Source: an optimization exercise on an open RTL-to-GDS flow (aim: small area, a short achievable clock period and few clock cycles per item). Production flows keep margins and buffers that such runs may drop. At most, simulation tests tie the RTL to the original design; equivalence was not proved. The clock input has no modelled driver; a real chip could not lean on it and would need a root buffer or a full tree. Power figures rest on the tool's default switching activity, not on a simulated workload.

## rolling_hash_string_search
module rolling_hash_string_search (
  input  wire logic                   clk,
  input  wire logic                   rst,
  input  wire logic                   cfg_write_enable,
  input  wire logic [rhss_pkg::CFG_INDEX_W-1:0] cfg_index,
  input  wire logic [rhss_pkg::CFG_DATA_W-1:0]  cfg_data,
  input  wire logic                   text_valid,
  output wire logic                   text_ready,
  input  wire logic [rhss_pkg::BYTE_W-1:0]      text_byte,
  input  wire logic                   text_last,
  output wire logic                   result_valid,
  input  wire logic                   result_ready,
  output wire logic                   result_found,
  output wire logic [rhss_pkg::POSITION_W-1:0]  result_position
);
For scale: ~340 flip-flops, ~120 I/O pins, ~15,000 µm² of cells after synthesis.
==> flow/config.mk <==
export PLATFORM = sky130hd
export DESIGN_NAME = rolling_hash_string_search
export DESIGN_NICKNAME = rolling_hash_string_search
export VERILOG_FILES = /design/flow/design.v
export SDC_FILE = /design/flow/constraint.sdc
export NUM_CORES = 4
export LEC_CHECK = 0
export CAP_MARGIN = 20
export CORE_MARGIN = 2
export CORE_UTILIZATION = 40
export PLACE_DENSITY = 0.85
export SLEW_MARGIN = 20
==> flow/constraint.sdc <==
create_clock -name core_clock -period 11.0 [get_ports {clk}]
set_input_delay 2.2000 -clock core_clock [delete_from_list [all_inputs] [get_ports {clk}]]
set_output_delay 2.2000 -clock core_clock [all_outputs]
set_load 0.01 [all_outputs]
standard.sh (not shown) runs the stock make flow with config.mk's settings and CLKGATE_MAP_FILE= SYNTH_SCRIPT=/design/flow/synth_recipe.tcl, a recipe that flattens the netlist after the stock synthesis.
==> flow/flow/run.sh <==
#!/bin/bash
set -euo pipefail
source flow/settings.sh
bash standard.sh "${ARGS[@]}" cts > make_cts.log 2>&1
openroad -no_init -exit flow/clock_root.tcl > clock_root.log 2>&1
bash standard.sh "${ARGS[@]}" finish > make_finish.log 2>&1
Other scripts of this flow, unchanged in this note and not shown: flow/flow/clock_root.tcl, flow/flow/out_iso.tcl, flow/flow/settings.sh
==> next run, changes <==
CORE_UTILIZATION = 55   (was 40)
PLACE_DENSITY = 0.8   (was 0.85)
The changed run completed without violations.
Via count came out lower by 5.0%.
Final area drops by 3.9%.
Cell count shrinks by 9.1%.
Clock-buffer cell count stays the same.
Sequential share of layout area rose by 2.0 points.
Clock power is lower by about 3%.
Global-route usage went up by 3.6 points.
First-iteration DRC count rose by 2.9%.
Total power falls by 2.2%.
Clock skew is lower by 0.021 ns.
No functional check of the RTL was part of any run of this note.

## build 82
rolling_hash_string_search, a different RTL version from the one above (not shown whole).
For scale: about 350 flip-flops, roughly 120 I/O pins, ~15000 um^2 of cells after synthesis.
==> flow/config.mk <==
export PLATFORM = sky130hd
export DESIGN_NAME = rolling_hash_string_search
export DESIGN_NICKNAME = rolling_hash_string_search
export VERILOG_FILES = /design/flow/design.v
export SDC_FILE = /design/flow/constraint.sdc
export NUM_CORES = 4
export LEC_CHECK = 0
export CAP_MARGIN = 20
export CORE_MARGIN = 2
export CORE_UTILIZATION = 55
export PLACE_DENSITY = 0.8
export SLEW_MARGIN = 20
==> flow/constraint.sdc <==
create_clock -name core_clock -period 11.0 [get_ports {clk}]
set_input_delay 2.2000 -clock core_clock [delete_from_list [all_inputs] [get_ports {clk}]]
set_output_delay 2.2000 -clock core_clock [all_outputs]
set_load 0.01 [all_outputs]
==> flow/flow/out_iso.tcl <==
# Give each output port's register a net of its own: when the register that drives an
# output port's buffer also drives other logic, move that other logic behind a new
# buffer, so the register's output sees only the port buffer. Then legalize placement.
set odb_file orfs/results/sky130hd/rolling_hash_string_search/base/4_cts.odb
read_liberty $::env(FLOW_HOME)/platforms/sky130hd/lib/sky130_fd_sc_hd__tt_025C_1v80.lib
read_db $odb_file
read_sdc orfs/results/sky130hd/rolling_hash_string_search/base/4_cts.sdc
set block [ord::get_db_block]
set count 0
foreach bterm [$block getBTerms] {
  if {[$bterm getIoType] ne "OUTPUT"} continue
  set pnet [$bterm getNet]
  # the port buffer drives the port
  set obuf ""
  foreach it [$pnet getITerms] { if {[$it isOutputSignal]} { set obuf [$it getInst] } }
  if {$obuf eq ""} continue
  set in_net [[$obuf findITerm A] getNet]
  if {$in_net eq "NULL"} continue
  set drv ""
  set others {}
  foreach it [$in_net getITerms] {
    if {[$it isOutputSignal]} { set drv $it; continue }
    if {[$it getInst] == $obuf} continue
    lappend others "[[$it getInst] getName]/[[$it getMTerm] getName]"
  }
  if {$drv eq "" || [llength $others] == 0} continue
  set master [[$drv getInst] getMaster]
  if {![$master isSequential]} continue
  insert_buffer -buffer_cell sky130_fd_sc_hd__buf_2 -net [$in_net getName] -load_pins [get_pins $others]
  incr count
}
puts "isolated $count output registers"
detailed_placement
check_placement
write_db $odb_file
==> flow/flow/settings.sh <==
# Extra ORFS make settings for standard.sh
ARGS=(
  SETUP_SLACK_MARGIN=8.05
  REMOVE_ABC_BUFFERS=1
  "CTS_ARGS=-sink_clustering_enable -repair_clock_nets -sink_clustering_size 25 -sink_clustering_max_diameter 120 -dont_use_dummy_load"
  "BUFFER_PORTS_ARGS=-buffer_cell sky130_fd_sc_hd__buf_1"
)
Scripts as last shown in full above: flow/flow/run.sh
Other scripts of this flow, unchanged in this note and not shown: flow/flow/clock_root.tcl
Testbench counts of build 82, summed over its fixed seeds: cycles 37,214, bytes 37,092.
Modified inputs, build 98 compared to build 82
diff --git a/flow/flow/settings.sh b/flow/flow/settings.sh
--- a/flow/flow/settings.sh
+++ b/flow/flow/settings.sh
@@ -2,3 +2,3 @@
 ARGS=(
-  SETUP_SLACK_MARGIN=8.05
+  SETUP_SLACK_MARGIN=8.0
   REMOVE_ABC_BUFFERS=1
diff --git a/flow/config.mk b/flow/config.mk
--- a/flow/config.mk
+++ b/flow/config.mk
@@ -9,4 +9,5 @@
 export CORE_MARGIN = 2
-export CORE_UTILIZATION = 55
-export PLACE_DENSITY = 0.8
+export CORE_UTILIZATION = 40
+export PLACE_DENSITY = 0.85
 export SLEW_MARGIN = 20
+export TNS_END_PERCENT = 0
removed: flow/flow/out_iso.tcl
## What came out
Looking at overall global routing resource usage, build 98 sits 6.1 points below build 82. [build 98] clock latency at the later pin of the worst-skew pair fell 30 ps relative to build 82. Re number of buffers inserted by post-CTS setup repair: build 98 is about 3% down on build 82. Every stage of the flow completed for build 98, and the final layout passed the timing, DRC and antenna checks.
Relative to build 98, the following input files were edited for build 17:
==> flow/flow/out_iso.tcl (new file) <==
# Give each output port's register a net of its own: when the register that drives an
# output port's buffer also drives other logic, move that other logic behind a new
# buffer, so the register's output sees only the port buffer. Then legalize placement.
set odb_file orfs/results/sky130hd/rolling_hash_string_search/base/4_cts.odb
read_liberty $::env(FLOW_HOME)/platforms/sky130hd/lib/sky130_fd_sc_hd__tt_025C_1v80.lib
read_db $odb_file
read_sdc orfs/results/sky130hd/rolling_hash_string_search/base/4_cts.sdc
set block [ord::get_db_block]
set count 0
foreach bterm [$block getBTerms] {
  if {[$bterm getIoType] ne "OUTPUT"} continue
  set pnet [$bterm getNet]
  # the port buffer drives the port
  set obuf ""
  foreach it [$pnet getITerms] { if {[$it isOutputSignal]} { set obuf [$it getInst] } }
  if {$obuf eq ""} continue
  set in_net [[$obuf findITerm A] getNet]
  if {$in_net eq "NULL"} continue
  set drv ""
  set others {}
  foreach it [$in_net getITerms] {
    if {[$it isOutputSignal]} { set drv $it; continue }
    if {[$it getInst] == $obuf} continue
    lappend others "[[$it getInst] getName]/[[$it getMTerm] getName]"
  }
  if {$drv eq "" || [llength $others] == 0} continue
  set master [[$drv getInst] getMaster]
  if {![$master isSequential]} continue
  insert_buffer -buffer_cell sky130_fd_sc_hd__buf_2 -net [$in_net getName] -load_pins [get_pins $others]
  incr count
}
puts "isolated $count output registers"
detailed_placement
check_placement
write_db $odb_file
==> flow/flow/settings.sh <==
# Extra ORFS make settings for standard.sh
ARGS=(
  SETUP_SLACK_MARGIN=8.0
  REMOVE_ABC_BUFFERS=1
  "CTS_ARGS=-sink_clustering_enable -repair_clock_nets -sink_clustering_size 30 -sink_clustering_max_diameter 80 -dont_use_dummy_load"
  "BUFFER_PORTS_ARGS=-buffer_cell sky130_fd_sc_hd__buf_1"
)
diff --git a/flow/config.mk b/flow/config.mk
--- a/flow/config.mk
+++ b/flow/config.mk
@@ -9,5 +9,4 @@
 export CORE_MARGIN = 2
-export CORE_UTILIZATION = 40
-export PLACE_DENSITY = 0.85
+export CORE_UTILIZATION = 55
+export PLACE_DENSITY = 0.8
 export SLEW_MARGIN = 20
-export TNS_END_PERCENT = 0
Fraction of layout instances using a drive strength above 1 (lower): build 98. Routed wire length for build 17: 0.52% up relative to build 98. Going from build 98 to build 17, non-clock buffer count grew by more than 10%. Diff build 98 -> build 17 | core utilization | increase of 19 points.

[re-timing with driven ports]
No port has a modelled driver above. Below, the same layouts with a new extraction and two added sets of constraints. Step 1, drivers: a clkbuf_16 drives clk and a buf_2 each remaining input, both assumed. Step 2 times the ports against the registers' clock, not the clock port: input delays grow and output delays shrink by t, the midpoint of the rising clock arrivals with the driver on. Three values: ideal ports, drivers, drivers and shift; two values: the first two.
run	shift t [ns]	slack for setup (ns)	hold WS [ns]	clock arrival spread, ns	cell pins on the clock port's net
the first run of note 1	0.454	7.325 / 7.363 / 6.909	0.512 / 0.512 / 0.512	0.051 / 0.051	2
the second run of note 1	0.432	7.398 / 7.428 / 6.996	0.505 / 0.505 / 0.505	0.032 / 0.032	2
build 82	0.440	7.959 / 7.896 / 7.534	0.510 / 0.510 / 0.510	0.099 / 0.099	2
build 98	0.432	7.699 / 7.678 / 7.246	0.491 / 0.491 / 0.491	0.033 / 0.033	2
build 17	0.414	7.948 / 7.893 / 7.512	0.507 / 0.507 / 0.507	0.063 / 0.063	2
After both steps every run listed still meets setup and hold. For build 98, which loses most, drivers alone change the setup slack by -0.021 ns; drivers and shift together by -0.453 ns.
